This design comes from an exercise in tuning for small area, a short achievable clock period and few clock cycles on the open sky130 flow, not from production work. At most, simulation tests tie the RTL to the original design; equivalence was not proved. The RTL of runs 2 to 5 was laid out without a check of its function.

$ cat flow/design.v
package rlfb_pkg;
  localparam logic [6:0] PCT_MAX = 7'd100;
  localparam logic [2:0] CMD_TICK      = 3'd0;
  localparam logic [2:0] CMD_SET       = 3'd1;
  localparam logic [2:0] CMD_INTENSITY = 3'd2;
  localparam logic [2:0] CMD_BLINK     = 3'd3;
  localparam logic [2:0] CMD_FADE_IN   = 3'd4;
  localparam logic [2:0] CMD_FADE_OUT  = 3'd5;
  localparam logic [2:0] CMD_OFF       = 3'd6;
  localparam logic [2:0] CMD_NOP       = 3'd7;
endpackage
module rlfb_div (
  input  logic [7:0] rem,
  input  logic [7:0] total,
  output logic       qbit,
  output logic [7:0] rem_nxt
);
  logic [8:0] rem2;
  logic [8:0] diff;
  always_comb begin
    rem2    = {rem, 1'b1};
    diff    = rem2 - {1'b0, total};
    qbit    = !diff[8];
    rem_nxt = qbit ? diff[7:0] : rem2[7:0];
  end
endmodule
module rlfb_lane (
  input  logic       eng,     
  input  logic       ins,     
  input  logic       bit_i,
  input  logic [7:0] y,
  input  logic       cbit,
  input  logic [6:0] p,
  input  logic [7:0] e,
  input  logic [7:0] lo,
  input  logic [7:0] hi,
  input  logic [7:0] d,
  output logic [7:0] x,
  output logic [7:0] h
);
  logic [9:0] s;
  logic [1:0] w;
  logic [7:0] x255;
  logic [8:0] si;
  logic [1:0] wi;
  logic [8:0] si1;
  logic [8:0] si2;
  logic [6:0] xi;
  logic [1:0] ww;
  logic [7:0] pp;
  logic [7:0] h0;
  logic [7:0] h1;
  logic [7:0] h2;
  always_comb begin
    s    = {2'b00, e} + {2'b00, lo} + {2'b00, (bit_i ? y : 8'd0)};
    w    = (s >= 10'd510) ? 2'd2 : ((s >= 10'd255) ? 2'd1 : 2'd0);
    x255 = (w == 2'd2) ? s[7:0] + 8'd2 : ((w == 2'd1) ? s[7:0] + 8'd1 : s[7:0]);
    si   = {1'b0, lo[6:0], 1'b0} + {2'b00, (cbit ? p : 7'd0)};
    si1  = si - 9'd100;
    si2  = si - 9'd200;
    wi   = !si2[8] ? 2'd2 : (!si1[8] ? 2'd1 : 2'd0);
    xi   = (wi == 2'd2) ? si2[6:0] : ((wi == 2'd1) ? si1[6:0] : si[6:0]);
    x    = ins ? {1'b0, xi} : x255;
    ww   = ins ? wi : w;
    pp   = (eng || ins) ? hi : d;
    h0   = pp + hi;
    h1   = pp + hi + 8'd1;
    h2   = pp + hi + 8'd2;
    h    = (ww == 2'd2) ? h2 : ((ww == 2'd1) ? h1 : h0);
  end
endmodule
module rlfb_merge (
  input  logic [23:0] data,
  input  logic        pol,
  input  logic        invert,
  output logic [23:0] out_tdata
);
  assign out_tdata = data ^ {24{pol ^ invert}};
endmodule
module rgb_led_fade_blink_driver_core (
  input  logic        clk,
  input  logic        rst_n,
  input  logic        cfg_we,
  input  logic        cfg_wdata,    
  input  logic        in_tvalid,
  output logic        in_tready,
  input  logic [71:0] in_tdata,
  input  logic [2:0]  in_tuser,     
  output logic        out_tvalid,
  input  logic        out_tready,
  output logic [23:0] out_tdata,    
  output logic [1:0]  out_tuser     
);
  logic        busy_r;
  logic        fade_r;
  logic        sub_r;
  logic [15:0] acc_r;
  logic [15:0] dur_r;
  logic [7:0]  total_r;
  logic [7:0]  left_r;       
  logic [8:0]  xr_r;         
  logic [7:0]  rem_r;        
  logic [8:0]  d0_r;         
  logic [8:0]  d1_r;         
  logic        bit_r;        
  logic [2:0]  cnt_r;
  logic        dv_busy_r;    
  logic        ln_busy_r;    
  logic        in_busy_r;    
  logic [23:0] base_r;
  logic [23:0] e_r;
  logic [23:0] lo_r;
  logic [23:0] hi_r;
  logic        inv_r;
  logic        ov_r;
  logic [23:0] data_r;
  logic        pol_r;
  logic [1:0]  user_r;
  logic [23:0] in_rgb;
  logic [6:0]  in_pct;
  logic [15:0] in_on;
  logic [15:0] in_dur;
  logic [7:0]  in_steps;
  logic [7:0]  steps_c;
  logic [6:0]  pct_c;
  logic [7:0]  steps_fill;
  logic [2:0]  steps_msb;
  logic        on_zero;
  logic        dur_zero;
  logic        fade_go;
  assign in_rgb   = in_tdata[23:0];
  assign in_pct   = in_tdata[30:24];
  assign in_on    = in_tdata[46:31];
  assign in_dur   = in_tdata[62:47];
  assign in_steps = in_tdata[70:63];
  always_comb begin
    steps_c  = (in_steps == 8'd0) ? 8'd1 : in_steps;
    pct_c    = (in_pct > rlfb_pkg::PCT_MAX) ? rlfb_pkg::PCT_MAX : in_pct;
    on_zero  = (in_on == 16'd0);
    dur_zero = (in_dur == 16'd0);
    fade_go  = (in_dur[15:8] != 8'd0) ||
               ((in_steps == 8'd0) ? (in_dur[7:0] != 8'd0) : (in_dur[7:0] >= in_steps));
    steps_fill[7] = 1'b0;
    for (int i = 6; i >= 0; i--) steps_fill[i] = steps_fill[i+1] | steps_c[i+1];
    steps_msb[2] = |steps_c[7:4];
    steps_msb[1] = steps_msb[2] ? |steps_c[7:6] : |steps_c[3:2];
    steps_msb[0] = steps_msb[2] ? (steps_msb[1] ? steps_c[7] : steps_c[5])
                                : (steps_msb[1] ? steps_c[3] : steps_c[1]);
  end
  logic [15:0] acc_sub;
  logic        acc_hit;
  logic [8:0]  xr_nxt;
  logic [8:0]  d0_set;
  logic [8:0]  d1_set;
  logic        last_step;
  logic        dur_r_zero;
  logic        setup;
  always_comb begin
    acc_sub    = acc_r - {8'd0, total_r};
    acc_hit    = (acc_r[15:9] == 7'd0) && (acc_r[8:0] < {total_r, 1'b0});
    xr_nxt     = xr_r + (bit_r ? d1_r : d0_r);
    d0_set     = sub_r ? {1'b0, rem_r} : 9'd0 - {1'b0, rem_r};
    d1_set     = sub_r ? {1'b0, rem_r} - {1'b0, total_r} : {1'b0, total_r} - {1'b0, rem_r};
    last_step  = (left_r == 8'd1);
    dur_r_zero = (dur_r == 16'd0);
    setup      = dv_busy_r || ln_busy_r;
  end
  logic       qbit;
  logic [7:0] rem_nxt;
  rlfb_div u_div (
    .rem     (rem_r),
    .total   (total_r),
    .qbit    (qbit),
    .rem_nxt (rem_nxt)
  );
  logic [23:0] lane_x;
  logic [23:0] lane_h;
  for (genvar c = 0; c < 3; c++) begin : g_lane
    rlfb_lane u_lane (
      .eng   (ln_busy_r),
      .ins   (in_busy_r),
      .bit_i (bit_r),
      .y     (base_r[8*c +: 8]),
      .cbit  (base_r[8*c+7]),
      .p     (total_r[6:0]),
      .e     (e_r[8*c +: 8]),
      .lo    (lo_r[8*c +: 8]),
      .hi    (hi_r[8*c +: 8]),
      .d     (data_r[8*c +: 8]),
      .x     (lane_x[8*c +: 8]),
      .h     (lane_h[8*c +: 8])
    );
  end
  logic out_free;
  logic take;
  logic in_done;
  logic c_tick, c_nop, c_set, c_int, c_blink, c_fade, c_fin, c_off;
  logic st_any, st_fade, st_bon;
  logic ev_tick, ev_fstep, ev_bon, ev_end, ev_rej;
  logic ev_set, ev_int, ev_blink, ev_fade, ev_off;
  always_comb begin
    c_tick  = (in_tuser == rlfb_pkg::CMD_TICK);
    c_nop   = (in_tuser == rlfb_pkg::CMD_NOP);
    c_set   = (in_tuser == rlfb_pkg::CMD_SET);
    c_int   = (in_tuser == rlfb_pkg::CMD_INTENSITY);
    c_blink = (in_tuser == rlfb_pkg::CMD_BLINK);
    c_fade  = (in_tuser[2:1] == 2'b10);
    c_fin   = !in_tuser[0];
    c_off   = (in_tuser == rlfb_pkg::CMD_OFF);
    st_any  = busy_r && acc_hit;
    st_fade = st_any && fade_r;
    st_bon  = st_any && !fade_r && sub_r;
    out_free  = !ov_r || out_tready;
    in_tready = out_free && !in_busy_r && !(setup && st_fade);
    take      = in_tvalid && in_tready;
    in_done   = in_busy_r && (cnt_r == 3'd7) && out_free;
    ev_tick  = take && c_tick && busy_r;
    ev_fstep = take && c_tick && st_fade;
    ev_bon   = take && c_tick && st_bon;
    ev_end   = take && c_tick && st_any &&
               (fade_r ? last_step : (!sub_r || dur_r_zero));
    ev_rej   = take && busy_r && !c_tick && !c_nop;
    ev_set   = take && !busy_r && c_set;
    ev_int   = take && !busy_r && c_int;
    ev_blink = take && !busy_r && c_blink;
    ev_fade  = take && !busy_r && c_fade;
    ev_off   = take && !busy_r && c_off;
  end
  logic [8:0] xr_new;
  always_comb begin
    if (ln_busy_r && !dv_busy_r) begin
      xr_new = sub_r ? d1_set : d0_set;
    end else if (ev_fstep) begin
      xr_new = xr_nxt;
    end else begin
      xr_new = xr_r;
    end
  end
  always_ff @(posedge clk) begin
    if (!rst_n) begin
      busy_r <= 1'b0;
    end else if (ev_end) begin
      busy_r <= 1'b0;
    end else if (ev_blink) begin
      busy_r <= !(on_zero && dur_zero);
    end else if (ev_fade) begin
      busy_r <= fade_go;
    end
  end
  always_ff @(posedge clk) begin
    if (ev_blink || ev_fade) begin
      fade_r <= c_fade;
    end
    if (ev_blink) begin
      sub_r <= !on_zero;
    end else if (ev_fade) begin
      sub_r <= c_fin;
    end else if (ev_bon) begin
      sub_r <= 1'b0;
    end
    if (ev_tick) begin
      acc_r <= st_any ? dur_r : acc_sub;
    end else if (ev_blink) begin
      acc_r <= on_zero ? in_dur : in_on;
    end else if (ev_fade) begin
      acc_r <= in_dur;
    end
    if (ev_blink || ev_fade) begin
      dur_r <= in_dur;
    end
    if (ev_blink) begin
      total_r <= 8'd1;
    end else if (ev_fade) begin
      total_r <= steps_c;
    end else if (ev_int) begin
      total_r <= {1'b0, pct_c};
    end
    if (ev_fade) begin
      left_r <= steps_c;
    end else if (ev_fstep) begin
      left_r <= left_r - 8'd1;
    end
    xr_r  <= xr_new;
    if (ln_busy_r && !dv_busy_r) begin
      d0_r <= d0_set;
      d1_r <= d1_set;
    end
    bit_r <= dv_busy_r ? qbit : (sub_r ? !xr_new[8] : xr_new[8]);
    if (ev_fade) begin
      rem_r <= steps_fill;
    end else if (dv_busy_r) begin
      rem_r <= rem_nxt;
    end
    if (ev_fade || ev_int) begin
      cnt_r <= ev_fade ? steps_msb : 3'd0;
    end else if (dv_busy_r || (in_busy_r && (cnt_r != 3'd7 || out_free))) begin
      cnt_r <= cnt_r + 3'd1;
    end
    if (ev_fade || ev_int) begin
      base_r <= in_rgb;
    end else if (in_busy_r) begin
      base_r <= {base_r[22:16], 1'b0, base_r[14:8], 1'b0, base_r[6:0], 1'b0};
    end
    if (ev_fade || ev_int) begin
      e_r <= '0;
    end else if (ln_busy_r && !dv_busy_r) begin
      e_r <= sub_r ? 24'd0 : {3{8'd254}};
    end else if (ev_fstep || ln_busy_r || in_busy_r) begin
      e_r <= lane_x;
    end
    if (ev_fade || ev_int) begin
      lo_r <= '0;
      hi_r <= '0;
    end else if (ln_busy_r || (in_busy_r && (cnt_r != 3'd7 || out_free))) begin
      lo_r <= lane_x;
      hi_r <= lane_h;
    end
  end
  always_ff @(posedge clk) begin
    if (!rst_n) begin
      dv_busy_r <= 1'b0;
      ln_busy_r <= 1'b0;
      in_busy_r <= 1'b0;
    end else begin
      ln_busy_r <= dv_busy_r;
      if (ev_fade) begin
        dv_busy_r <= fade_go;
      end else if (dv_busy_r && cnt_r == 3'd7) begin
        dv_busy_r <= 1'b0;
      end
      if (ev_int) begin
        in_busy_r <= 1'b1;
      end else if (in_done) begin
        in_busy_r <= 1'b0;
      end
    end
  end
  always_ff @(posedge clk) begin
    if (!rst_n) begin
      inv_r <= 1'b0;
      ov_r  <= 1'b0;
    end else begin
      if (cfg_we) inv_r <= cfg_wdata;
      if ((take && !ev_int) || in_done) begin
        ov_r <= 1'b1;
      end else if (out_tready) begin
        ov_r <= 1'b0;
      end
    end
  end
  always_ff @(posedge clk) begin
    if (!rst_n) begin
      data_r <= '0;
      pol_r  <= 1'b0;
    end else if (ev_fstep) begin
      data_r <= lane_h;
    end else if (in_done) begin
      data_r <= lane_h;
      pol_r  <= 1'b0;
    end else if (ev_bon || ev_off) begin
      data_r <= '0;
      pol_r  <= 1'b0;
    end else if (ev_set) begin
      data_r <= in_rgb;
      pol_r  <= 1'b0;
    end else if (ev_blink) begin
      data_r <= on_zero ? 24'd0 : in_rgb;
      pol_r  <= 1'b0;
    end else if (ev_fade) begin
      data_r <= (c_fin == fade_go) ? 24'd0 : (c_fin ? in_rgb : ~in_rgb);
      pol_r  <= !c_fin && fade_go;
    end
  end
  always_ff @(posedge clk) begin
    if (in_done) begin
      user_r <= 2'b00;
    end else if (take) begin
      user_r[1] <= ev_rej;
      if (ev_end) begin
        user_r[0] <= 1'b0;
      end else if (ev_blink) begin
        user_r[0] <= !(on_zero && dur_zero);
      end else if (ev_fade) begin
        user_r[0] <= fade_go;
      end else begin
        user_r[0] <= busy_r;
      end
    end
  end
  rlfb_merge u_merge (
    .data      (data_r),
    .pol       (pol_r),
    .invert    (inv_r),
    .out_tdata (out_tdata)
  );
  assign out_tvalid = ov_r;
  assign out_tuser  = user_r;
endmodule
$ cat flow/run.sh
#!/bin/bash
# synth_recipe.tcl (not shown) runs the flow's synth.tcl, then flattens the netlist and writes it again
# the make line also repeats each setting of config.mk as NAME=value (left out here)
make -C /OpenROAD-flow-scripts/flow DESIGN_CONFIG=/design/flow/config.mk WORK_HOME=/design/flow/orfs CLKGATE_MAP_FILE= SYNTH_SCRIPT=/design/flow/synth_recipe.tcl finish
$ cat flow/config.mk
export PLATFORM = sky130hd
export DESIGN_NAME = rgb_led_fade_blink_driver_core
export DESIGN_NICKNAME = rgb_led_fade_blink_driver_core
export VERILOG_FILES = /design/flow/design.v
export SDC_FILE = /design/flow/constraint.sdc
export NUM_CORES = 4
export LEC_CHECK = 0
export ABC_AREA = 1
export CAP_MARGIN = 20
export CORE_MARGIN = 2
export CORE_UTILIZATION = 55
export SETUP_SLACK_MARGIN = 3.5
export SLEW_MARGIN = 20
$ cat flow/constraint.sdc
create_clock -name core_clock -period 7.0 [get_ports {clk}]
set_input_delay 1.4000 -clock core_clock [delete_from_list [all_inputs] [get_ports {clk}]]
set_output_delay 1.4000 -clock core_clock [all_outputs]
set_load 0.01 [all_outputs]
==> results of run 1 <==
## cell type report
| type | count | area share [%] |
|---|---|---|
| repair buffers | 259 | 9.39 |
| diodes | 2 | 0.0190 |
| clock inverters | 16 | 0.600 |
| well taps | 468 | 2.23 |
| multi-input cells | 2338 | 57.7 |
| inverters | 442 | 6.52 |
| flip-flops and latches | 218 | 20.8 |
| repair inverters | 2 | 0.0476 |
| clock buffers | 32 | 2.68 |
## final timing paths
kind | startpoint | endpoint | slack, ps | cells after the start
setup / recovery | e_r[1] | e_r[6] | 3360 | 23
hold / removal | e_r[16] | e_r[16] | 490 | 2
setup reg to reg | e_r[1] | e_r[6] | 3360 | 23
hold reg to reg | e_r[16] | e_r[16] | 490 | 2
## per-layer routing
layer / vias up / wire length (um)
met4: 2 / 2380
met2: 940 / 30900
met5: - / 12
met1: 10142 / 29100
met3: 167 / 5070
li1: 10502 / -
## sequential cells by signal, summed over array words and instances (netlist names), 2 cells and up
register,flops
base_r,24
data_r,24
e_r,24
hi_r,24
lo_r,24
acc_r,16
dur_r,16
d0_r,9
d1_r,9
xr_r,9
left_r,8
rem_r,8
total_r,8
cnt_r,3
user_r,2
## timing repair
action,4_1_cts,5_1_grt
cloned,4,1
hold buffers,0,0
resized for setup,290,350
setup endpoints to repair,252,197
setup buffers,87,47
pin swaps,98,158
## cells in the final DEF (no fill, tap or decap), drive strengths merged, types with 9 or more instances in the layout
cell           count
inv              432
nand4             43
fa                17
xor2              78
clkinvlp          12
xnor2             63
a31oi             23
nand3            223
clkdlybuf4s50     66
clkbuf            32
or2               20
nor2             208
nand2            915
dfxtp            116
o21ai            244
clkinv            13
o211ai            18
edfxtp           102
ha               176
nor4              13
dlymetal6s2s      17
o21bai             9
nand3b            15
dlygate4sd2       23
nor3              20
buf              152
a21oi            190
## logic make-up (layout without fill, tap and decap cells)
family                     count (synthesis)  after routing  synth area share, %
buffers and inverters                    534            751                 10.1
adders and majority gates                193            193                 12.4
and+or+nand+nor                         1462           1463                 30.4
other                                      0              2                    0
AOI/OAI and AO/OA                        528            529                 14.2
DFF                                      218            218                 26.2
muxes                                     12             12                0.633
xor gates and xnor gates                 141            141                 6.11
## per-stage QoR
step | cell area, sq um | hold WS, ps | util [%] | cells
6_report | 26300 | 493 | 71.6 | 3777
5_1_grt | 26300 | 507 | 71.6 | 3777
4_1_cts | 24600 | 485 | 66.9 | 3727
3_5_place_dp | 22000 | 466 | 59.8 | 3588
3_3_place_gp | 22000 | 458 | 59.8 | 3588
2_1_floorplan | 20600 | 449 | - | 3088
## worst min-delay path: cells and delay by family, from the launching register on
kind	cells	cell delay (ps)
AO/OA/AOI/OAI	1	60
flip-flops	1	340
AND/OR/NAND/NOR	1	60
==> run notes, run 1 <==
Layout
The sequential cells in the finished layout cover a total of 0.00546 sq mm. The multi-input combinational cell area is 0.0152 sq mm. The number of fillers in the final layout is approximately 3000. At the end of the flow, the number of nets in the layout was 3561. The relative area change from synthesis to final layout is 27.8%. The post-route netlist has 20.7% of its cells at a drive strength greater than 1.

Logic synthesis
The largest total area in the synthesized netlist belongs to nand2_1. By area the synthesized netlist is led by nand2_1, edfxtp_1, dfxtp_1. The number of different library cells used by synthesis comes to 67. The number of cells produced by synthesis is 3088. Yosys instantiated no cell more often than nand2_1. The sequential-to-total area share from yosys stat is 26.2%.

The mapped netlist covers 0.0206 sq mm. The most frequently used flop master after synthesis is dfxtp_1. The number of storage elements in the synthesis netlist is roughly 220.

In the synthesized netlist the async set-or-reset flop fraction comes to 0%. The post-synth net total is 3362. By count the netlist is led by nand2_1, inv_1, o21ai_0. For this run, the number of Yosys warnings is 3. The area share of the largest cell type after synthesis is 16.2%. The synthesized design contains 102 enable-type register cells. The mean instance size in the synthesized netlist is 6.66 sq um.

Floorplan
Once the floorplan was initialized, standard cells occupied 56.1% of the core. The number of primary I/O pins is 109. The site row count is 70. The floorplan step defined a core boundary enclosing 0.0367 sq mm. The height of the die is 197 um. The floorplan step defined a die boundary enclosing 0.0390 sq mm. The width of the chip is between 150 and 200 um.

Placed design
The number of buffers added on ports is 107. The last weighted congestion value of the routability-driven placer is 0.934. Detailed placement ended at an HPWL of 46.6 mm. The worst setup slack before clock tree synthesis is 1880 ps.

Global routing
Entering global routing, the biggest net connects 81 pins. The met2 demand-to-capacity share in global routing is 54.2%. In this run the most used layer during global routing was met2. Global routing finished with a remaining overflow of 0. The met1 global-route usage is 45.4%. The wire length of the first global-routing pass is 104 mm. For this run, the total global-route usage over all layers was measured as 33.0%. The initial antenna violation count is 3. The via count of the first global-routing pass is 20306. Global routing used 3.91% of the available met3 tracks.

Flow run
The number of max-cap violations is 0.

Detailed routing
Before antenna repair, the detailed router went through 6 iterations. The final layout contains routed wiring with a total length of 67.4 mm. The initial DRC count is 1867. The via density per instance is 5.76. In the final routed layout, each cell accounts on average for around 18 um. For this block, the via count after detailed routing is 21753. The detailed-route DRC error count is 0.

The detail route stage leaves a number of antenna-violating nets equal to 0.

Min path
The class of the most critical hold timing path is flop to flop.

Clock network
The number of buffers added by the clock tree synthesis step is 26. The TritonCTS clock tree is built. The number of sinks driven by the clock tree is 218. In this run the number of H-tree levels came out at 1.

Clock tree synthesis selected as its root buffer the cell clkbuf_16. The longest clock path from root to sink contains 3 buffers. After clock tree synthesis, the clock-pin slew on the worst setup and hold paths is 60 ps. The insertion delay to the later sink of the worst-skew pair is 560 ps.

Critical path
For the worst setup path, the data required time is 7480 ps. The category of the critical setup timing path is flop to flop. The arrival time at the worst endpoint is 4120 ps. Counting stages on the worst path, the most repeated cell is nand2_2. The largest stage delay on the critical path is 400 ps. STA classifies the critical path endpoint as a flop. Together, buffers and inverters on the worst path number 3. The signal on the critical path passes through buf_6, fa_2, nand3_2, nand2_4, a31oi_4, xnor2_2, ha_1, nand2_2, inv_2, a21oi_2, nand2_2, nand2_2, nand2_2, nor2_4, nand3_4, nand2_8, buf_6, nand4_1, nand3_1, nand3_1, nand2_1, nand2_1, a21oi_1. On the critical path, the stage with the largest delay is an instance of fa_2. The cell family contributing the most delay on the critical path is simple AND/OR/NAND/NOR gates. The peak fanout along the critical path is 4.

The kind of start point of the critical path is a flop.

Timing
In the final timing run, aggregate negative setup slack is 0 ps. The number of pins with negative max-slew slack in the final report came to 0. The achievable frequency is 274 MHz. Headroom to the max-slew limit came out at 36.3%. The total count of hold-check failures in the final report is 0. Dividing the final minimum period by the clock period gives a little over half. For the pin with the worst max-slew slack, the measured transition is 953 ps. Setup repair after global routing could not meet its margin everywhere. The final worst slack is 3360 ps.

The total setup violations reported at the end of the flow is 0. The maximum clock skew at final layout is 14.3 ps. The final critical path time including I/O delays and setup is 3640 ps.

Outcome
The run finished with no timing, DRC or antenna violations.
Testbench counts, summed over its fixed seeds: cycles 31,785.
==> run 2, diff against run 1 <==
--- a/flow/design.v
+++ b/flow/design.v
@@ -182,7 +182,7 @@
       .bit_i (bit_r),
       .y     (base_r[8*c +: 8]),
       .cbit  (base_r[8*c+7]),
-      .p     (total_r[6:0]),
+      .p     (rem_r[6:0]),
       .e     (e_r[8*c +: 8]),
       .lo    (lo_r[8*c +: 8]),
       .hi    (hi_r[8*c +: 8]),
@@ -196,6 +196,7 @@
   logic in_done;
   logic c_tick, c_nop, c_set, c_int, c_blink, c_fade, c_fin, c_off;
   logic st_any, st_fade, st_bon;
+  logic go_idle, go_busy;
   logic ev_tick, ev_fstep, ev_bon, ev_end, ev_rej;
   logic ev_set, ev_int, ev_blink, ev_fade, ev_off;
   always_comb begin
@@ -214,17 +215,19 @@
     in_tready = out_free && !in_busy_r && !(setup && st_fade);
     take      = in_tvalid && in_tready;
     in_done   = in_busy_r && (cnt_r == 3'd7) && out_free;
-    ev_tick  = take && c_tick && busy_r;
-    ev_fstep = take && c_tick && st_fade;
-    ev_bon   = take && c_tick && st_bon;
-    ev_end   = take && c_tick && st_any &&
+    go_idle  = in_tvalid && out_free && !busy_r && !in_busy_r;
+    go_busy  = in_tvalid && out_free && busy_r && !(setup && st_fade);
+    ev_tick  = go_busy && c_tick;
+    ev_fstep = in_tvalid && out_free && c_tick && st_fade && !setup;
+    ev_bon   = in_tvalid && out_free && c_tick && st_bon;
+    ev_end   = go_busy && c_tick && st_any &&
                (fade_r ? last_step : (!sub_r || dur_r_zero));
-    ev_rej   = take && busy_r && !c_tick && !c_nop;
-    ev_set   = take && !busy_r && c_set;
-    ev_int   = take && !busy_r && c_int;
-    ev_blink = take && !busy_r && c_blink;
-    ev_fade  = take && !busy_r && c_fade;
-    ev_off   = take && !busy_r && c_off;
+    ev_rej   = go_busy && !c_tick && !c_nop;
+    ev_set   = go_idle && c_set;
+    ev_int   = go_idle && c_int;
+    ev_blink = go_idle && c_blink;
+    ev_fade  = go_idle && c_fade;
+    ev_off   = go_idle && c_off;
   end
   logic [8:0] xr_new;
   always_comb begin
@@ -272,8 +275,6 @@
       total_r <= 8'd1;
     end else if (ev_fade) begin
       total_r <= steps_c;
-    end else if (ev_int) begin
-      total_r <= {1'b0, pct_c};
     end
     if (ev_fade) begin
       left_r <= steps_c;
@@ -288,6 +289,8 @@
     bit_r <= dv_busy_r ? qbit : (sub_r ? !xr_new[8] : xr_new[8]);
     if (ev_fade) begin
       rem_r <= steps_fill;
+    end else if (ev_int) begin
+      rem_r <= {1'b0, pct_c};
     end else if (dv_busy_r) begin
       rem_r <= rem_nxt;
     end
--- a/flow/config.mk
+++ b/flow/config.mk
@@ -8,6 +8,6 @@
 export ABC_AREA = 1
 export CAP_MARGIN = 20
 export CORE_MARGIN = 2
-export CORE_UTILIZATION = 55
+export CORE_UTILIZATION = 40
 export SETUP_SLACK_MARGIN = 3.5
 export SLEW_MARGIN = 20
==> run notes, run 2 <==
Layout
The library cell used most frequently in the layout, excluding fill and tap cells, is nand2_1. In the layout the commonest cells are nand2_1, inv_1, nor2_1. The fraction of final layout cells sized beyond drive strength 1 is 20.5% (-0.23 points).

Compared with the post-synthesis result, the final layout area differs by 27.4%. The total inserted antenna cells was 0 (-2). The filler-free cell count of the finished design came to 3914 (+3.6%). The number of fillers in the final layout is 4925 (+62%). The number of nets in the layout came to 3496 (-1.8%).

Clock network
The clock-pin slew on the worst setup and hold paths is 60 ps (about the same). The number of sinks driven by the clock tree is 218 (unchanged). The number of buffers on the longest clock path is 3 (unchanged).

In this run the clock root is driven by a clkbuf_16. The count of H-tree levels built during CTS came to 1 (unchanged). The number of buffers added by the clock tree synthesis step is 26 (unchanged). TritonCTS built the clock tree. The insertion delay to the later sink of the worst-skew pair is 560 ps (about the same).

Placed design
The last weighted congestion value of the routability-driven placer came to 0.897 (-4.0%). The half-perimeter wire length after detailed placement is 46.4 mm (-0.49%). The number of buffers added on ports is 107 (unchanged).

The total placed cells including tap cells was 3732 (+4.0%).

Global routing
The via count of the first global-routing pass is 19913 (-1.9%). The maximum number of pins on one net before global-route repair is 58 (-28%). The global-route congestion overflow total is 0 (unchanged). The initial antenna violation count came to 1 (-2). The wire length of the first global-routing pass came to 105 mm (+1.1%).

The global-route usage over all layers is 24.3% (-8.7 points).

Floorplan
The site row count is 82 (+17%). The core area is 0.0503 sq mm (+37%). The height of the die is 230 um (+16%). The initial core utilization came to 40.6% (-15 points).

The number of primary I/O pins is 109 (unchanged). The width of the chip is 230 um (+16%). The area of the die is 0.0529 sq mm (+36%).

Detailed routing
The initial DRC count is 1232 (-34%). The residual antenna-violating net count after detailed routing was 0 (unchanged). The number of vias after detailed routing is 20564 (-5.5%). The per-cell routed wire length is 16.9 um (-5.5%). The iteration count of the initial detailed-routing pass is 8 (+2). The detailed-route DRC error count came to 0 (unchanged). The post-detailed-routing wire length was 66.0 mm (-2.1%). The via density per instance is 5.25 (-8.8%).

Logic synthesis
The area of the mapped netlist is 0.0204 sq mm (-0.78%). The post-synth net total came to 3297 (-1.9%). The most frequently used flop master after synthesis is dfxtp_1. The async set-or-reset flop fraction in the synthesized netlist is 0% (unchanged). The total of warnings raised by yosys is 3 (unchanged). The area share of the largest cell type after synthesis is 15.1% (-1.1 points).

The most used standard cell by instance count after synthesis is nand2_1. Summed over all instances, the cell type with the most area after synthesis is nand2_1. The number of cells produced by synthesis was 3023 (-2.1%).

The number of storage elements in the synthesis netlist is 218 (unchanged). The number of distinct library cells after synthesis is 61 (-9.0%). After synthesis, the most frequently instantiated cells are nand2_1, inv_1, nor2_1. The sequential-to-total area share from yosys stat is 26.4% (+0.21 points). The mean instance size in the synthesized netlist is 6.75 sq um (+1.4%). The number of enable flip-flop cells after synthesis is 102 (unchanged).

By area the synthesized netlist is led by nand2_1, edfxtp_1, dfxtp_1.

Timing
The achievable frequency is 273 MHz (-0.50%). The accumulated negative setup slack came to 0 ps (unchanged). The number of pins with negative max-slew slack in the final report was 0 (unchanged). The final critical path time including I/O delays and setup is 3660 ps (+18.1 ps). The total setup violations reported at the end of the flow is 0 (unchanged). The final critical-path share of the clock period was 52.3% (+0.26 points). The headroom to the max-slew limit is 43.1% (+6.8 points). The transition time at the pin with the least slew margin is 853 ps (-100 ps). The maximum clock skew at final layout is 12.8 ps (-1.52 ps). The total count of hold-check failures in the final report is 0 (unchanged). Setup repair after global routing could not meet its margin everywhere.

Outcome
The flow ran to the end and the layout has no timing, DRC or antenna violations.

Flow run
The number of max-cap violations is 0 (unchanged).

Critical path
The arrival time at the worst endpoint is 2260 ps (-1860 ps). STA classifies the critical path startpoint as a flop. The peak fanout along the critical path was 2 (-2). The setup path with the least slack is of type flop to output port. The endpoint type of the worst setup path is an output port.

The required time at the worst-slack endpoint is 5600 ps (-1880 ps).

Min path
The worst hold path belongs to the class flop to flop.
[run 2: worst paths after layout]
path              startpoint         end  slack (ps)  cells after the start
setup / recovery  total_r[1]   in_tready        3340                     11
hold / removal        e_r[8]      e_r[8]         490                      2
setup reg to reg     e_r[10]  data_r[14]        3370                     27
hold reg to reg       e_r[8]      e_r[8]         490                      2
[run 2: area by class of cell]
type                    instances  area (sq um)  share of cell area (%)
well taps                     672           841                    3.23
multi-input cells            2268         14800                    56.9
inverters                     456          1750                    6.75
flip-flops and latches        218          5430                    20.9
repair inverters                1          7.51                  0.0289
clock buffers                  37           743                    2.86
clock inverters                11           104                   0.400
repair buffers                251          2310                    8.90
[run 2: per-layer routing]
metal	global-route usage, %	up-vias	routed length [um]
li1	-	10279	-
met1	32.6	9632	29600
met2	41.3	547	31000
met3	2.31	104	3570
met4	7.28	2	1810
met5	0	-	11
[run 2: cell families after synthesis]
kind of cell | share of synthesized area, %
compound gates | 13.9
xor+xnor | 6.91
fa+ha+maj | 12.5
buf+inv | 10.2
flops | 26.4
mux | 0.736
simple gates | 29.4
[run 2: timing repair]
| action | 4_1_cts | 5_1_grt |
|---|---|---|
| pin swaps | 111 | 132 |
| gates resized for setup | 304 | 265 |
| setup buffers | 90 | 37 |
| setup endpoints to repair | 261 | 157 |
| hold endpoints to repair | 0 | 0 |
| hold buffers | 0 | 0 |
| gates cloned | 6 | 1 |
[run 2: metrics by stage]
stage	area, sq um	util [%]	setup slack [ps]	hold WS, ps
finish	26000	51.7	3340	489
global route	26000	51.7	3160	503
CTS	24600	49.0	3220	478
detailed placement	22100	44.0	1800	466
global placement	22100	44.0	1840	461
floorplan	20500	-	3490	450
[run 2: critical path, cell delays in order, from the launching register on]
cell        delay [ps]
dfxtp_4            370
clkinvlp_4         120
ha_4               230
o21ai_2             60
nand2_2             80
nand3_2             80
nand2_2             60
a21boi_4           160
nand3_4            110
nor3_4             190
nor3_4              70
buf_2              170
==> run 3, diff against run 2 <==
--- a/flow/config.mk
+++ b/flow/config.mk
@@ -9,5 +9,5 @@
 export CAP_MARGIN = 20
 export CORE_MARGIN = 2
 export CORE_UTILIZATION = 40
-export SETUP_SLACK_MARGIN = 3.5
+export SETUP_SLACK_MARGIN = 4.5
 export SLEW_MARGIN = 20
==> run notes, run 3 <==
Global routing
The wire length of the first global-routing pass is 116 mm (+10%). The initial antenna violation count is 1 (unchanged). The maximum number of pins on one net before global-route repair is 50 (-14%). The global-route usage over all layers is 27.1% (+2.8 points). The global-route congestion overflow total is 0 (unchanged). The via count of the first global-routing pass is 21458 (+7.8%).

Layout
The fraction of final layout cells sized beyond drive strength 1 is 30.6% (+10 points). The number of nets in the layout is 3691 (+5.6%). The relative area change from synthesis to final layout is 43.7%.

The final non-filler cell area is 0.0293 sq mm (+13%). The filler-free cell count of the finished design came to 4112 (+5.1%). The area of all sequential standard cells was 0.00545 sq mm (+0.32%).

The multi-input combinational cell area is 0.0159 sq mm (+7.3%). The most common cell after layout, fill and taps aside is nand2_1. In the layout the commonest cells are nand2_1, inv_1, buf_4. The number of fillers in the final layout was 4449 (-9.7%).

Detailed routing
The via density per instance is 5.41 (+3.0%). The residual antenna-violating net count after detailed routing is 0 (unchanged). The initial DRC count is 1832 (+49%). The number of vias after detailed routing is 22247 (+8.2%). The post-detailed-routing wire length is 76.3 mm (+16%).

The iteration count of the initial detailed-routing pass was 6 (-2). The detailed-route DRC error count is 0 (unchanged). The per-cell routed wire length is 18.6 um (+10%).

Logic synthesis
The area of the mapped netlist came to 0.0204 sq mm (unchanged). The number of enable flip-flop cells after synthesis is 102 (unchanged). The total of warnings raised by yosys came to 3 (unchanged). The sequential-to-total area share from yosys stat came to 26.4% (unchanged).

The most used standard cell by instance count after synthesis is nand2_1. The synthesized design spends more area on one cell type than any other, namely nand2_1. The most frequently used flop master after synthesis is dfxtp_1.

The number of distinct library cells after synthesis is 61 (unchanged). The area share of the largest cell type after synthesis was 15.1% (unchanged). The post-synth net total was 3297 (unchanged).

The async set-or-reset flop fraction in the synthesized netlist is 0% (unchanged). After synthesis, the cell types taking the most area are nand2_1, edfxtp_1, dfxtp_1. The number of cells produced by synthesis is 3023 (unchanged).

The mean instance size in the synthesized netlist is 6.75 sq um (unchanged). The commonest cells after synthesis are nand2_1, inv_1, nor2_1. The number of storage elements in the synthesis netlist was 218 (unchanged).

Critical path
Among the stages of the critical path, the cell type that occurs most often is nor3_4. The critical path is of the flop to output port type. The worst-path cell with the longest stage delay is edfxtp_1.

The peak fanout along the critical path is 5 (+3). The start point of the critical path is acc_r[8]. The startpoint identified for the worst register-to-register timing path is lo_r[18]. The required time at the worst-slack endpoint is 5600 ps (about the same). The buffers plus inverters on the worst setup path was 1 (-1). The arrival time at the worst endpoint is 2390 ps (+130 ps).

The kind of start point of the critical path is a flop. The signal on the critical path passes through ha_4, a21oi_2, o21a_1, a21boi_4, nand3_4, nor3_4, nor3_4, buf_2. In this design, the largest share of critical-path delay is due to flip-flops. The endpoint type of the worst setup path is an output port. The largest stage delay on the critical path came to 500 ps (+130 ps).

Placed design
The post-detailed-placement cell area is 0.0227 sq mm (+2.7%). The last weighted congestion value of the routability-driven placer was 0.878 (-2.2%). The total placed cells including tap cells is 3731 (-0.027%).

The half-perimeter wire length after detailed placement is 46.6 mm (+0.54%). The number of buffers added on ports is 107 (unchanged).

Flow run
The number of max-cap violations is 0 (unchanged).

Clock network
The number of buffers added by the clock tree synthesis step was 28 (+7.7%). TritonCTS built the clock tree. The clock-pin slew on the worst setup and hold paths is 60 ps (about the same). The number of buffers on the longest clock path is 3 (unchanged). The count of H-tree levels built during CTS is 1 (unchanged). The master cell of the clock root buffer is clkbuf_16. The insertion delay to the later sink of the worst-skew pair is 600 ps (+40 ps). The number of sinks driven by the clock tree is 218 (unchanged).

Timing
The number of pins with negative max-slew slack in the final report was 0 (unchanged). Setup repair after global routing could not meet its margin everywhere. The headroom to the max-slew limit is 33.0% (-10 points). The accumulated negative setup slack was 0 ps (unchanged). The total count of hold-check failures in the final report is 0 (unchanged). The transition time at the pin with the least slew margin is 1000 ps (+151 ps). The maximum clock skew at final layout was 28.7 ps (+15.9 ps). The achievable frequency is 264 MHz (-3.5%).

The total setup violations reported at the end of the flow is 0 (unchanged). The final critical path time including I/O delays and setup is 3790 ps (+132 ps). The final critical-path share of the clock period is 54.2% (+1.9 points).

Floorplan
The site row count came to 82 (unchanged). The height of the die is 230 um (unchanged). The width of the chip is 230 um (unchanged). The initial core utilization was 40.6% (unchanged). The core area is 0.0503 sq mm (unchanged). The area of the die is 0.0529 sq mm (unchanged). The number of primary I/O pins is 109 (unchanged).

Min path
The worst hold path belongs to the class flop to flop. The worst hold path begins at e_r[0].

Outcome
The run finished with no timing, DRC or antenna violations.
[run 3: cell counts after synthesis]
No cell type changed its count.
[run 3: cell families (layout without fill, tap and decap cells)]
kind of cell | Yosys count | count (layout) | share of synthesized area (%)
AND/OR/NAND/NOR | 1391 | 1400 | 29.4
buffers and inverters | 542 | 947 | 10.2
AO/OA/AOI/OAI | 510 | 511 | 13.9
flip-flops | 218 | 218 | 26.4
adder cells (fa/ha/maj) | 193 | 193 | 12.5
XOR/XNOR | 155 | 156 | 6.91
multiplexers | 14 | 14 | 0.736
other | 0 | 1 | 0
[run 3: tightest hold or removal path: cells and delay by family (launching register included)]
family	cells	cell delay (ps)
AO/OA/AOI/OAI	1	50
flip-flops	1	330
AND/OR/NAND/NOR	1	80
[run 3: layout make-up]
type | instances | share of cell area [%]
tap | 672 | 2.87
inverter | 456 | 6.18
clock buffer | 38 | 2.61
sequential | 218 | 18.6
timing repair buffer | 435 | 15.1
timing repair inverter | 4 | 0.107
multi-input combinational | 2274 | 54.1
antenna | 1 | 0.00853
clock inverter | 14 | 0.465
[run 3: per-stage QoR]
step | hold slack (ps) | util (%) | setup slack (ps)
final | 503 | 58.4 | 3210
after global routing | 526 | 58.4 | 3130
after CTS | 486 | 54.5 | 3110
after detailed placement | 481 | 45.2 | 1690
after global placement | 476 | 45.2 | 1780
after floorplan | 459 | - | 3490
[run 3: final timing paths]
kind,slack [ps],end,cells past startpoint
hold reg to reg,500,e_r[0],2
hold / removal,500,e_r[0],2
setup / recovery,3210,in_tready,8
setup reg to reg,3320,lo_r[20],24
[run 3: metal layers]
metal / GRT usage (%) / vias up / wire, um
li1: - / 10686 / -
met1: 35.7 / 10593 / 32300
met2: 46.5 / 803 / 36200
met3: 3.30 / 165 / 5200
met4: 7.50 / 0 / 2620
met5: 0 / - / 0
[run 3: timing repair]
item / in CTS / in global routing
gates resized for setup: 621 / 312
cloned: 23 / 5
endpoints found under the setup margin: 293 / 280
setup buffers: 212 / 88
pin swaps: 176 / 188
hold buffers: 0 / 0
==> run 4, diff against run 3 <==
--- a/flow/design.v
+++ b/flow/design.v
@@ -147,6 +147,20 @@
     steps_msb[0] = steps_msb[2] ? (steps_msb[1] ? steps_c[7] : steps_c[5])
                                 : (steps_msb[1] ? steps_c[3] : steps_c[1]);
   end
+  logic        st_early;
+  logic [23:0] lo_first;
+  logic [23:0] hi_first;
+  logic [23:0] lo_int;
+  logic [23:0] hi_int;
+  always_comb begin
+    st_early = !steps_c[7];
+    for (int c = 0; c < 3; c++) begin
+      hi_first[8*c +: 8] = {7'd0, (in_rgb[8*c +: 8] == 8'd255)};
+      lo_first[8*c +: 8] = (in_rgb[8*c +: 8] == 8'd255) ? 8'd0 : in_rgb[8*c +: 8];
+      hi_int[8*c +: 8]   = {7'd0, (in_rgb[8*c+7] && pct_c == 7'd100)};
+      lo_int[8*c +: 8]   = (in_rgb[8*c+7] && pct_c != 7'd100) ? {1'b0, pct_c} : 8'd0;
+    end
+  end
   logic [15:0] acc_sub;
   logic        acc_hit;
   logic [8:0]  xr_nxt;
@@ -288,32 +302,37 @@
     end
     bit_r <= dv_busy_r ? qbit : (sub_r ? !xr_new[8] : xr_new[8]);
     if (ev_fade) begin
-      rem_r <= steps_fill;
+      rem_r <= st_early ? ({steps_fill[6:0], 1'b1} & ~steps_c) : steps_fill;
     end else if (ev_int) begin
       rem_r <= {1'b0, pct_c};
     end else if (dv_busy_r) begin
       rem_r <= rem_nxt;
     end
     if (ev_fade || ev_int) begin
-      cnt_r <= ev_fade ? steps_msb : 3'd0;
+      cnt_r <= ev_fade ? (st_early ? steps_msb + 3'd1 : steps_msb) : 3'd1;
     end else if (dv_busy_r || (in_busy_r && (cnt_r != 3'd7 || out_free))) begin
       cnt_r <= cnt_r + 3'd1;
     end
-    if (ev_fade || ev_int) begin
+    if (ev_fade) begin
       base_r <= in_rgb;
+    end else if (ev_int) begin
+      base_r <= {in_rgb[22:16], 1'b0, in_rgb[14:8], 1'b0, in_rgb[6:0], 1'b0};
     end else if (in_busy_r) begin
       base_r <= {base_r[22:16], 1'b0, base_r[14:8], 1'b0, base_r[6:0], 1'b0};
     end
-    if (ev_fade || ev_int) begin
-      e_r <= '0;
+    if (ev_fade) begin
+      e_r <= st_early ? lo_first : 24'd0;
     end else if (ln_busy_r && !dv_busy_r) begin
       e_r <= sub_r ? 24'd0 : {3{8'd254}};
     end else if (ev_fstep || ln_busy_r || in_busy_r) begin
       e_r <= lane_x;
     end
-    if (ev_fade || ev_int) begin
-      lo_r <= '0;
-      hi_r <= '0;
+    if (ev_fade) begin
+      lo_r <= st_early ? lo_first : 24'd0;
+      hi_r <= st_early ? hi_first : 24'd0;
+    end else if (ev_int) begin
+      lo_r <= lo_int;
+      hi_r <= hi_int;
     end else if (ln_busy_r || (in_busy_r && (cnt_r != 3'd7 || out_free))) begin
       lo_r <= lane_x;
       hi_r <= lane_h;
--- a/flow/config.mk
+++ b/flow/config.mk
@@ -9,5 +9,5 @@
 export CAP_MARGIN = 20
 export CORE_MARGIN = 2
 export CORE_UTILIZATION = 40
-export SETUP_SLACK_MARGIN = 4.5
+export SETUP_SLACK_MARGIN = 3.5
 export SLEW_MARGIN = 20
==> run notes, run 4 <==
Timing
The total count of hold-check failures in the final report is 0 (unchanged). The headroom to the max-slew limit is 34.3% (+1.3 points). The final worst slack was 3150 ps (-51.1 ps). Setup repair after global routing could not meet its margin everywhere. The final critical-path share of the clock period came to 54.9% (+0.73 points).

The final critical path time including I/O delays and setup is 3850 ps (+51.1 ps). The achievable frequency is 260 MHz (-1.3%). The accumulated negative setup slack is 0 ps (unchanged). The number of pins with negative max-slew slack in the final report is 0 (unchanged). The total setup violations reported at the end of the flow was 0 (unchanged). The maximum clock skew at final layout is 17.9 ps (-10.9 ps). The transition time at the pin with the least slew margin is 975 ps (-29.0 ps).

Global routing
The via count of the first global-routing pass is 20619 (-3.9%). The global-route usage over all layers is 25.4% (-1.7 points). The initial antenna violation count is 1 (unchanged).

The maximum number of pins on one net before global-route repair came to 87 (+74%). The global-route congestion overflow total is 0 (unchanged). The wire length of the first global-routing pass is 113 mm (-2.0%).

Placed design
The worst setup slack before clock tree synthesis is 1350 ps (-331 ps). The last weighted congestion value of the routability-driven placer is 0.924 (+5.3%). The total placed cells including tap cells is 3743 (+0.32%).

The half-perimeter wire length after detailed placement was 53.0 mm (+14%). The number of buffers added on ports is 107 (unchanged).

Detailed routing
The iteration count of the initial detailed-routing pass is 6 (unchanged). The per-cell routed wire length is 18.7 um (+1.0%). The detailed-route DRC error count was 0 (unchanged).

The via density per instance is 5.48 (+1.3%). The post-detailed-routing wire length is 73.8 mm (-3.3%). The number of vias after detailed routing is 21581 (-3.0%). The initial DRC count is 1956 (+6.8%). The residual antenna-violating net count after detailed routing is 0 (unchanged).

Critical path
The cell with the most instances on the worst path is nand2_2. In this run the critical register-to-register path is launched from lo_r[0]. For this design, the slowest cell found on the critical path is edfxtp_1.

The largest stage delay on the critical path is 400 ps (-100 ps). Tracing the worst setup path back leads to its startpoint at lo_r[0]. The number of cells on the worst reg-to-reg path is 26 (+8.3%). The setup slack of the most critical reg-to-reg path is 3150 ps (-170 ps).

The worst setup path is captured at a flop. The arrival time at the worst endpoint is 4150 ps (+1760 ps). The peak fanout along the critical path is 8 (+3). The reg-to-reg endpoint is e_r[4]. The category of the critical setup timing path is flop to flop.

The critical path endpoint is e_r[4]. The kind of start point of the critical path is a flop. The required time at the worst-slack endpoint is 7300 ps (+1700 ps).

Logic synthesis
The xor/xnor cell area share of the yosys netlist came to 7.22% (+0.31 points). The area share of the largest cell type after synthesis is 24.6% (+9.5 points). The number of distinct library cells after synthesis is 62 (+1.6%). The number of storage elements in the synthesis netlist was 218 (unchanged). The adder and majority cell fraction of the synthesized area came to 11.7% (-0.80 points). In the post-synthesis netlist, the cell with the most instances is nand2_1. The sequential-to-total area share from yosys stat is 28.6% (+2.2 points). The synthesized-area fraction occupied by ao, oa, aoi and oai cells is 14.0% (+0.096 points). The synthesized design spends more area on one cell type than any other, namely edfxtp_1. The post-synth net total is 3281 (-0.49%). The async set-or-reset flop fraction in the synthesized netlist is 0% (unchanged). The commonest cells after synthesis are nand2_1, inv_1, a21oi_1. The portion of netlist area occupied by mux cells is 0.749% (+0.014 points). The number of cells produced by synthesis is 3011 (-0.40%). The number of enable flip-flop cells after synthesis was 175 (+72%). After synthesis, the largest family of logic cells by area is simple AND/OR/NAND/NOR gates. The mean instance size in the synthesized netlist is 7.10 sq um (+5.1%). The total of warnings raised by yosys is 3 (unchanged).

The area of the mapped netlist was 0.0214 sq mm (+4.7%). The most frequently used flop master after synthesis is edfxtp_1. The synthesized-area fraction occupied by and/or/nand/nor cells is 28.7% (-0.69 points). Yosys attributes the largest share of cell area to edfxtp_1, nand2_1, ha_1.

Clock network
The number of buffers inserted by hold repair at cts is 0 (unchanged). The clock-pin slew on the worst setup and hold paths is 60 ps (about the same). The number of sinks driven by the clock tree came to 218 (unchanged).

The number of buffers on the longest clock path was 3 (unchanged). The TritonCTS clock tree is built. The number of buffers added by the clock tree synthesis step is 26 (-7.1%). The cell sitting at the root of the clock tree is a clkbuf_16. The count of H-tree levels built during CTS is 1 (unchanged). The insertion delay to the later sink of the worst-skew pair is 560 ps (-40 ps).

Min path
In this run the worst hold path is classified as flop to flop. The hold-critical path depth is 2 (unchanged).

Floorplan
The area of the die is 0.0553 sq mm (+4.6%). The number of primary I/O pins is 109 (unchanged). The core area is 0.0527 sq mm (+4.7%). The initial core utilization was 40.6% (about the same). The site row count was 84 (+2.4%). The height of the die was 235 um (+2.3%). The width of the chip is 235 um (+2.3%).

Layout
The most common cell after layout, fill and taps aside is nand2_1. The total inserted antenna cells came to 0 (-1). The filler-free cell count of the finished design is 3936 (-4.3%).

In the layout the commonest cells are nand2_1, inv_1, edfxtp_1. The number of nets in the layout is 3498 (-5.2%). The fraction of final layout cells sized beyond drive strength 1 is 23.0% (-7.7 points).

The number of fillers in the final layout is 4994 (+12%). Relative to the synthesized area, the layout overhead comes to 27.5%.

Outcome
The flow ran to the end and the layout has no timing, DRC or antenna violations.

Flow run
The number of max-cap violations came to 0 (unchanged).
## run 4: how the worst min path moves through the flow
stage,start,to
2_1_floorplan,dv_busy_r,ln_busy_r
3_3_place_gp,user_r[1],user_r[1]
3_5_place_dp,user_r[1],user_r[1]
4_1_cts,pol_r,pol_r
5_1_grt,pol_r,pol_r
6_report,user_r[1],user_r[1]
## run 4: repair_timing
item | 4_1_cts | 5_1_grt
resized for setup | 385 | 248
buffers inserted | 89 | 45
pin swaps | 118 | 153
cloned | 10 | 1
setup endpoints to repair | 306 | 196
## run 4: routing by layer
layer	up-vias	part of all wire (%)	global-route usage [%]
met4	2	3.2	7.92
met5	-	0.022	0
met2	778	46	42.3
li1	10458	-	-
met1	10187	44	34.7
met3	156	6.8	2.45
## run 4: cells by family after synthesis
kind of cell	count (synthesis)
AO/OA/AOI/OAI	527
XOR/XNOR	168
adder cells (fa/ha/maj)	189
buffers and inverters	499
flip-flops	218
multiplexers	15
AND/OR/NAND/NOR	1395
## run 4: stage by stage
step	cell area (sq um)	hold WS (ps)	utilization, %
2_1_floorplan	21500	469	-
3_3_place_gp	23200	533	44.0
3_5_place_dp	23200	521	44.0
4_1_cts	25900	537	49.2
5_1_grt	27300	556	51.8
6_report	27300	542	51.8
## run 4: cell type report
type,instances,area (sq um),share of cell area [%]
Inverter,421,1660,6.09
Clock inverter,17,184,0.675
Multi-Input combinational cell,2300,15400,56.4
Clock buffer,31,691,2.53
Timing Repair Buffer,258,2340,8.59
Timing Repair inverter,3,18.8,0.0688
Tap cell,688,861,3.16
Sequential cell,218,6130,22.5
## run 4: critical path: cells and delay by family, from the launching register on
kind	cells	cell delay, ps
and+or+nand+nor	17	1790
adders and majority gates	3	790
DFF	1	400
AOI/OAI and AO/OA	2	250
buffers and inverters	3	200
xor gates and xnor gates	1	140
==> run 5, diff against run 4 <==
--- a/flow/config.mk
+++ b/flow/config.mk
@@ -5,7 +5,6 @@
 export SDC_FILE = /design/flow/constraint.sdc
 export NUM_CORES = 4
 export LEC_CHECK = 0
-export ABC_AREA = 1
 export CAP_MARGIN = 20
 export CORE_MARGIN = 2
 export CORE_UTILIZATION = 40
==> run notes, run 5 <==
Logic synthesis
The post-synth net total is 2499 (-24%). The number of enable flip-flop cells after synthesis is 175 (unchanged). The sequential-to-total area share from yosys stat is 31.2% (+2.5 points). The number of storage elements in the synthesis netlist is 218 (unchanged). The number of cells produced by synthesis is 2229 (-26%). The async set-or-reset flop fraction in the synthesized netlist is 0% (unchanged).

The number of distinct library cells after synthesis is 96 (+55%). The most used standard cell by instance count after synthesis is nand2_1. After synthesis, the most frequently instantiated cells are nand2_1, nor2_1, edfxtp_1. The area share of the largest cell type after synthesis is 26.8% (+2.2 points). The area of the mapped netlist is 0.0196 sq mm (-8.2%). In the synthesized netlist the dominant register cell turns out to be edfxtp_1. The total of warnings raised by yosys was 3 (unchanged). By area the synthesized netlist is led by edfxtp_1, ha_1, xnor2_1. edfxtp_1 takes more of the synthesized area than any other cell. The mean instance size in the synthesized netlist is 8.81 sq um (+24%).

Outcome
The flow ran to the end and the layout has no timing, DRC or antenna violations.

Critical path
Among all stages on the critical path, the largest delay is contributed by edfxtp_1. The setup slack of the most critical reg-to-reg path is 2610 ps (-540 ps). The endpoint identified for the worst register-to-register timing path is e_r[15].

The buffers plus inverters on the worst setup path is 3 (unchanged). The number of cells on the worst reg-to-reg path is 17 (-35%). The arrival time at the worst endpoint is 4700 ps (+550 ps).

The most critical setup path has its endpoint at e_r[15]. The largest stage delay on the critical path is 380 ps (-20 ps). STA classifies the critical path endpoint as a flop. The kind of start point of the critical path is a flop.

The worst setup path is of the flop to flop kind. The startpoint of the worst-slack reg-to-reg timing path is lo_r[8]. The critical path depth is 17 (-35%).

Among the stages of the critical path, the cell type that occurs most often is buf_4. The peak fanout along the critical path is 7 (-1). The required time at the worst-slack endpoint is 7310 ps (about the same). The cell family contributing the most delay on the critical path is compound AO/OA/AOI/OAI gates. The most critical setup path has its startpoint at lo_r[8].

Traced cell by cell, the critical path runs through ha_2, inv_2, fa_2, buf_4, xnor2_1, ha_1, a21o_1, a21oi_2, xor2_1, nor3_2, buf_4, a31oi_4, a21boi_4, and4b_1, and3_4, xor2_2, a221o_1.

Floorplan
The site row count is 81 (-3.6%). The core area was 0.0486 sq mm (-7.6%). The height of the die is 226 um (-4.1%). The area of the die came to 0.0509 sq mm (-8.0%). The number of primary I/O pins is 109 (unchanged). The width of the chip is 226 um (-4.1%). The initial core utilization is 40.4% (-0.24 points).

Clock network
The insertion delay to the later sink of the worst-skew pair is 560 ps (about the same). The number of buffers added by the clock tree synthesis step came to 27 (+3.8%). The clock-pin slew on the worst setup and hold paths is 60 ps (about the same). The number of sinks driven by the clock tree is 218 (unchanged). The master cell of the clock root buffer is clkbuf_16. The number of buffers on the longest clock path came to 3 (unchanged). The count of H-tree levels built during CTS came to 1 (unchanged). TritonCTS built the clock tree. The number of buffers inserted by hold repair at cts was 0 (unchanged).

Timing
The total setup violations reported at the end of the flow is 0 (unchanged). The transition time at the pin with the least slew margin is 1210 ps (+232 ps). The final critical path time including I/O delays and setup came to 4390 ps (+543 ps). Setup repair after global routing could not meet its margin everywhere. The number of pins with negative max-slew slack in the final report was 0 (unchanged). The maximum clock skew at final layout is 15.5 ps (-2.37 ps). The achievable frequency was 228 MHz (-12%). The total count of hold-check failures in the final report is 0 (unchanged).

The final critical-path share of the clock period is 62.7% (+7.8 points). The accumulated negative setup slack is 0 ps (unchanged). The headroom to the max-slew limit is 19.5% (-15 points).

Detailed routing
The residual antenna-violating net count after detailed routing was 0 (unchanged). The detailed-route DRC error count is 0 (unchanged). The per-cell routed wire length is 22.6 um (+20%). The initial DRC count is 1629 (-17%). The via density per instance is 6.08 (+11%). The post-detailed-routing wire length is 70.9 mm (-3.9%).

The iteration count of the initial detailed-routing pass is 5 (-1). The number of vias after detailed routing was 19078 (-12%).

Global routing
The wire length of the first global-routing pass was 106 mm (-6.6%). The global-route usage over all layers is 26.6% (+1.2 points). The global-route congestion overflow total is 0 (unchanged). The via count of the first global-routing pass is 18469 (-10%). The maximum number of pins on one net before global-route repair is 48 (-45%). The initial antenna violation count is 1 (unchanged).

Layout
The area of all sequential standard cells is 0.00613 sq mm (about the same). The final cell utilization of the core came to 53.2% (+1.5 points). The number of nets in the layout was 2765 (-21%).

The filler-free cell count of the finished design was 3138 (-20%). The fraction of final layout cells sized beyond drive strength 1 was 23.5% (+0.49 points). The multi-input combinational cell area is 0.0146 sq mm (-5.0%).

Relative to the synthesized area, the layout overhead comes to 31.9%. The number of fillers in the final layout came to 4313 (-14%). The library cells used most frequently in the layout, excluding fill and tap cells, are nand2_1, edfxtp_1, nor2_1.

Flow run
The number of max-cap violations is 0 (unchanged).

Placed design
The last weighted congestion value of the routability-driven placer is 0.945 (+2.3%). The total placed cells including tap cells came to 2896 (-23%). The number of buffers added on ports is 107 (unchanged). The half-perimeter wire length after detailed placement is 46.5 mm (-12%).

Min path
The class of the most critical hold timing path is flop to flop.
## run 5: stage by stage
stage	area [sq um]	worst slack (ps)	hold slack [ps]
floorplan	20000	2860	451
global placement	21700	1560	487
detailed placement	21700	1570	501
CTS	24600	2720	521
global route	25900	2450	509
finish	25900	2610	499
## run 5: worst register-to-register path, cell delays in order, from the launching register on
cell	delay, ps
edfxtp_1	380
ha_2	220
inv_2	40
fa_2	350
buf_4	150
xnor2_1	280
ha_1	380
a21o_1	270
a21oi_2	230
xor2_1	240
nor3_2	70
buf_4	170
a31oi_4	230
a21boi_4	230
and4b_1	250
and3_4	170
xor2_2	160
a221o_1	310
## run 5: kinds of logic (layout without fill, tap and decap cells)
kind of cell	count (synthesis)	after routing	share of synthesized area (%)
AOI/OAI and AO/OA	656	657	22.5
xor gates and xnor gates	174	174	7.80
adders and majority gates	189	189	12.7
buffers and inverters	207	483	4.09
DFF	218	218	31.2
muxes	71	71	3.81
other	0	1	0
and+or+nand+nor	714	723	18.0
## run 5: per-layer routing
metal,track usage [%],routed length [um],part of all wire [%]
met3,4.07,5470,7.7
met1,35.6,29900,42
met2,42.7,31900,45
met5,0,0,0
met4,11.5,3610,5.1
## run 5: how the worst min path moves through the flow
stage                 end        from  depth (start not counted)
3_5_place_dp   total_r[4]  total_r[4]                          2
5_1_grt        total_r[5]  total_r[5]                          2
2_1_floorplan  total_r[3]  total_r[3]                          2
4_1_cts             pol_r       pol_r                          2
3_3_place_gp   total_r[3]  total_r[3]                          2
6_report       total_r[5]  total_r[5]                          2
## run 5: area by class of cell
type	instances	area share, %
multi-input cells	1814	56.4
flip-flops and latches	218	23.7
repair buffers	317	11.9
well taps	622	3.01
clock buffers	40	2.92
inverters	117	1.76
clock inverters	9	0.285
diodes	1	0.00966
## run 5: timing repair
| action | CTS | global route |
|---|---|---|
| endpoints found under the hold margin | 0 | 0 |
| setup endpoints to repair | 313 | 307 |
| setup buffers | 118 | 58 |
| pin swaps | 115 | 115 |
| cloned | 12 | 3 |
| gates resized for setup | 218 | 170 |

==> afterwards: timing with drivers on the ports <==
Ports are ideal in the flow. The routed layouts listed here were re-timed in OpenROAD.
Step 1, drivers: a clkbuf_16 drives clk and a buf_2 each remaining input, both assumed.
Step 2 also shifts input and output timing later by t, the mid clock arrival at the registers, as if the neighbouring blocks saw the same clock.
Slacks: ideal ports / drivers / drivers and shift; pairs: ideal ports / drivers.
run	t, ns	setup slack, ns	clock arrival spread, ns
run 1	0.603	3.356 / 3.332 / 2.984	0.015 / 0.015
run 2	0.605	3.338 / 3.288 / 2.925	0.014 / 0.015
run 3	0.640	3.206 / 3.147 / 2.943	0.029 / 0.030
run 4	0.600	3.155 / 3.155 / 2.767	0.018 / 0.018
run 5	0.611	2.612 / 2.612 / 2.344	0.017 / 0.017
After both steps every run listed still meets setup and hold. For run 2, which loses most, drivers alone change the setup slack by -0.050 ns; drivers and shift together by -0.413 ns.
